Context: an optimization exercise on an open-source flow, tuned for a short achievable clock period and few clock cycles per item. The choices shown serve that exercise and are no tape-out recipe.
Function was checked by simulation only, so behaviour that the tests miss may differ from the original.

lane 1:
Design rv_core, start of the top module:
module rv_core (
  input  logic        clk,
  input  logic        reset_i,
  output logic [31:0] imem_addr_o,
  input  logic [31:0] imem_data_i,
  output logic [31:0] dmem_addr_o,
  output logic [31:0] dmem_wdata_o,
  output logic [3:0]  dmem_wstrb_o,
  output logic        dmem_we_o,
  input  logic [31:0] dmem_rdata_i,
  input  logic        dmem_stall_i,
  output logic        wb_valid_o,
  output logic [4:0]  wb_addr_o,
  output logic [31:0] wb_data_o
);
  localparam logic [6:0] OPC_OP     = 7'b0110011;
  localparam logic [6:0] OPC_OP_IMM = 7'b0010011;
  localparam logic [6:0] OPC_LUI    = 7'b0110111;
  localparam logic [6:0] OPC_AUIPC  = 7'b0010111;
  localparam logic [6:0] OPC_LOAD   = 7'b0000011;
  localparam logic [6:0] OPC_STORE  = 7'b0100011;
  function automatic logic [31:0] rev32(input logic [31:0] v);
    for (int i = 0; i < 32; i++) rev32[i] = v[31-i];
  endfunction
  function automatic logic [31:0] lanes(input logic [1:0] width, input logic [31:0] v);
    case (width)
      2'b00:   lanes = {4{v[7:0]}};
      2'b01:   lanes = {2{v[15:0]}};
      default: lanes = v;
    endcase
  endfunction
  function automatic logic [3:0] strobes(input logic [1:0] width, input logic [1:0] off);
    case (width)
      2'b00:   strobes = 4'b0001 << off;
      2'b01:   strobes = off[1] ? 4'b1100 : 4'b0011;
      default: strobes = 4'b1111;
    endcase
  endfunction
  logic [31:2] pc_q;      
  logic [31:2] d1_pcn;    
  logic        d1_valid;
  logic [31:0] d1_instr;
  logic [31:2] d1_pc;
  ...
clock: 7.5 ns
lec_check: 0
abc_clock_period_in_ps: 2500
cap_margin: 20
core_margin: 2
core_utilization: 40
setup_slack_margin: 4.5
slew_margin: 20
tns_end_percent: 100
run.sh (not shown) runs the stock make flow with config.mk's settings and CLKGATE_MAP_FILE= SYNTH_SCRIPT=/design/flow/synth_recipe.tcl, a recipe that flattens the netlist after the stock synthesis.
Lane 1 completed; timing, DRC and antenna clean
Testbench counts of lane 1, summed over its fixed seeds: cycles 11,802, instrs 11,200.
## Diff of input files: lane 2 against lane 1
diff --git a/flow/design.v b/flow/design.v
--- a/flow/design.v
+++ b/flow/design.v
@@ -141,17 +141,23 @@
   logic        m_v;
   logic [31:0] w_data;
   logic [4:0]  w_rd;
   logic        w_v;
   logic [31:0] regs [1:31];
   logic [31:0] res;   
-  logic hold;   
-  logic agi;    
-  logic front;  
-  assign hold  = dmem_stall_i & (x_load | x_store);
-  assign front = hold | agi;
+  logic pkeep;    
+  logic hold;     
+  logic pbusy;    
+  logic agi;      
+  logic memwait;  
+  logic front;    
+  assign pkeep   = dmem_stall_i & (x_load | x_store);
+  assign hold    = dmem_stall_i & x_load;
+  assign pbusy   = dmem_stall_i & x_store;
+  assign memwait = pbusy & (d2_load | d2_store);
+  assign front   = hold | agi | memwait;
   assign imem_addr_o = {pc_q, 2'b00};
   always_ff @(posedge clk) begin
     if (reset_i) begin
       pc_q     <= '0;
       d1_valid <= 1'b0;
     end else begin
@@ -291,13 +297,13 @@
     x_sr     <= !hold && (d2_srl | d2_sra);
     x_sra    <= !hold && d2_sra;
   end
   logic [31:0] addr_k;
   assign addr_k = x_base + x_imm;
   always_ff @(posedge clk) begin
-    if (hold) begin
+    if (pkeep) begin
       x_addr  <= addr_k[31:2];
       x_wdata <= lanes(x_width, x_sd);
       x_strb  <= x_load ? 4'b0000 : strobes(x_width, x_off);
     end else begin
       x_addr  <= agu[31:2];
       x_wdata <= lanes(d2_width, sd);
@@ -306,49 +312,54 @@
   end
   always_ff @(posedge clk) begin
     if (reset_i) begin
       x_store <= 1'b0;
       x_load  <= 1'b0;
       x_rw    <= 1'b0;
-    end else if (hold) begin
-      x_store <= !x_load;
-      x_load  <= !x_store;
-    end else begin
+    end else if (pbusy) begin
+      x_store <= 1'b1;
+      x_load  <= 1'b0;
+      x_rw    <= d2_rw & ~agi & ~memwait;
+    end else if (!hold) begin
       x_store <= d2_store & ~agi;
       x_load  <= d2_load & ~agi;
       x_rw    <= d2_rw & ~agi;
     end
   end
   always_ff @(posedge clk) begin
-    if (!hold) begin
+    if (!pkeep) begin
       x_base  <= fix1;
       x_imm   <= d2_imm;
       x_sd    <= sd;
       x_off   <= agu[1:0];
-      x_rd    <= d2_rd;
       x_width <= d2_width;
       x_sign  <= d2_sign;
     end
+    if (!hold) begin
+      x_rd    <= d2_rd;
+    end
   end
   logic [31:0] sr, lane, ld;
-  logic [32:0] sum;
+  logic [33:0] sumc;
+  logic [31:0] sum;
   logic        lt_s, lt_u, fill;
-  assign sum  = {1'b0, x_a} + {1'b0, x_bx} + {32'd0, x_sub};
-  assign lt_u = ~sum[32];
+  assign sumc = {1'b0, x_a, 1'b1} + {1'b0, x_bx, x_sub};
+  assign sum  = sumc[32:1];
+  assign lt_u = ~sumc[33];
   assign lt_s = (x_a[31] ^ x_b[31]) ? x_a[31] : sum[31];
   assign fill = x_sra & x_ash[31];
   assign sr   = 32'($signed({fill, x_ash}) >>> x_b[4:0]);
   assign lane = dmem_rdata_i >> {x_off, 3'b000};
   always_comb begin
     case (x_width)
       2'b00:   ld = {{24{x_sign & lane[7]}}, lane[7:0]};
       2'b01:   ld = {{16{x_sign & lane[15]}}, lane[15:0]};
       default: ld = dmem_rdata_i;
     endcase
   end
-  assign res = ({32{x_addsub}} & sum[31:0])
+  assign res = ({32{x_addsub}} & sum)
              | ({32{x_and}}    & (x_a & x_b))
              | ({32{x_or}}     & (x_a | x_b))
              | ({32{x_xor}}    & (x_a ^ x_b))
              | {31'd0, (x_slt & lt_s) | (x_sltu & lt_u)}
              | ({32{x_sll}}    & rev32(sr))
              | ({32{x_sr}}     & sr)
==> comparison <==
- Per the comparison of lane 2 with lane 1, total wirelength of the detailed-routed design +3.8%; aggregate global-route resource usage now sits higher.
- Compared with lane 1, in lane 2 share of cell area taken by muxes after synthesis -0.45 points; worst hold path depth ~0 delta; fraction of standard cell area in multi-input logic ~0 delta; required time of the worst setup path ~0 delta.
- Number of nets in the layout delta for lane 2 relative to lane 1: 32 lower
Testbench counts of lane 2, summed over its fixed seeds: cycles 11,705, instrs 11,200.

==> static timing again, ports no longer ideal <==
The results above use ideal ports. As a check the final layouts listed here were re-extracted and re-timed, cells and wires unchanged. Step 1: set_driving_cell puts a clkbuf_16 on clk and a buf_2 on each other input, an assumption about the parent block. Step 2 adds t to the input delays and takes it off the output delays; t is the mean of the earliest and latest rising clock arrival at the registers after step 1. Input paths then give back, and output paths get back, about the clock's delay inside the block. Slacks: no drivers / after step 1 / after step 2; pairs: no drivers / after step 1.
run	t, ns	setup WS [ns]	worst hold slack (ns)	clock arrival spread, ns	worst slew at a driven data input, ns
lane 1	0.913	3.749 / 3.749 / 3.234	0.405 / 0.405 / 0.405	0.069 / 0.069	0.10
lane 2	0.928	3.830 / 3.830 / 3.395	0.411 / 0.411 / 0.411	0.049 / 0.050	0.09
After both steps every run listed still meets setup and hold. For lane 1, which loses most, drivers alone change the setup slack by 0.000 ns; drivers and shift together by -0.515 ns.
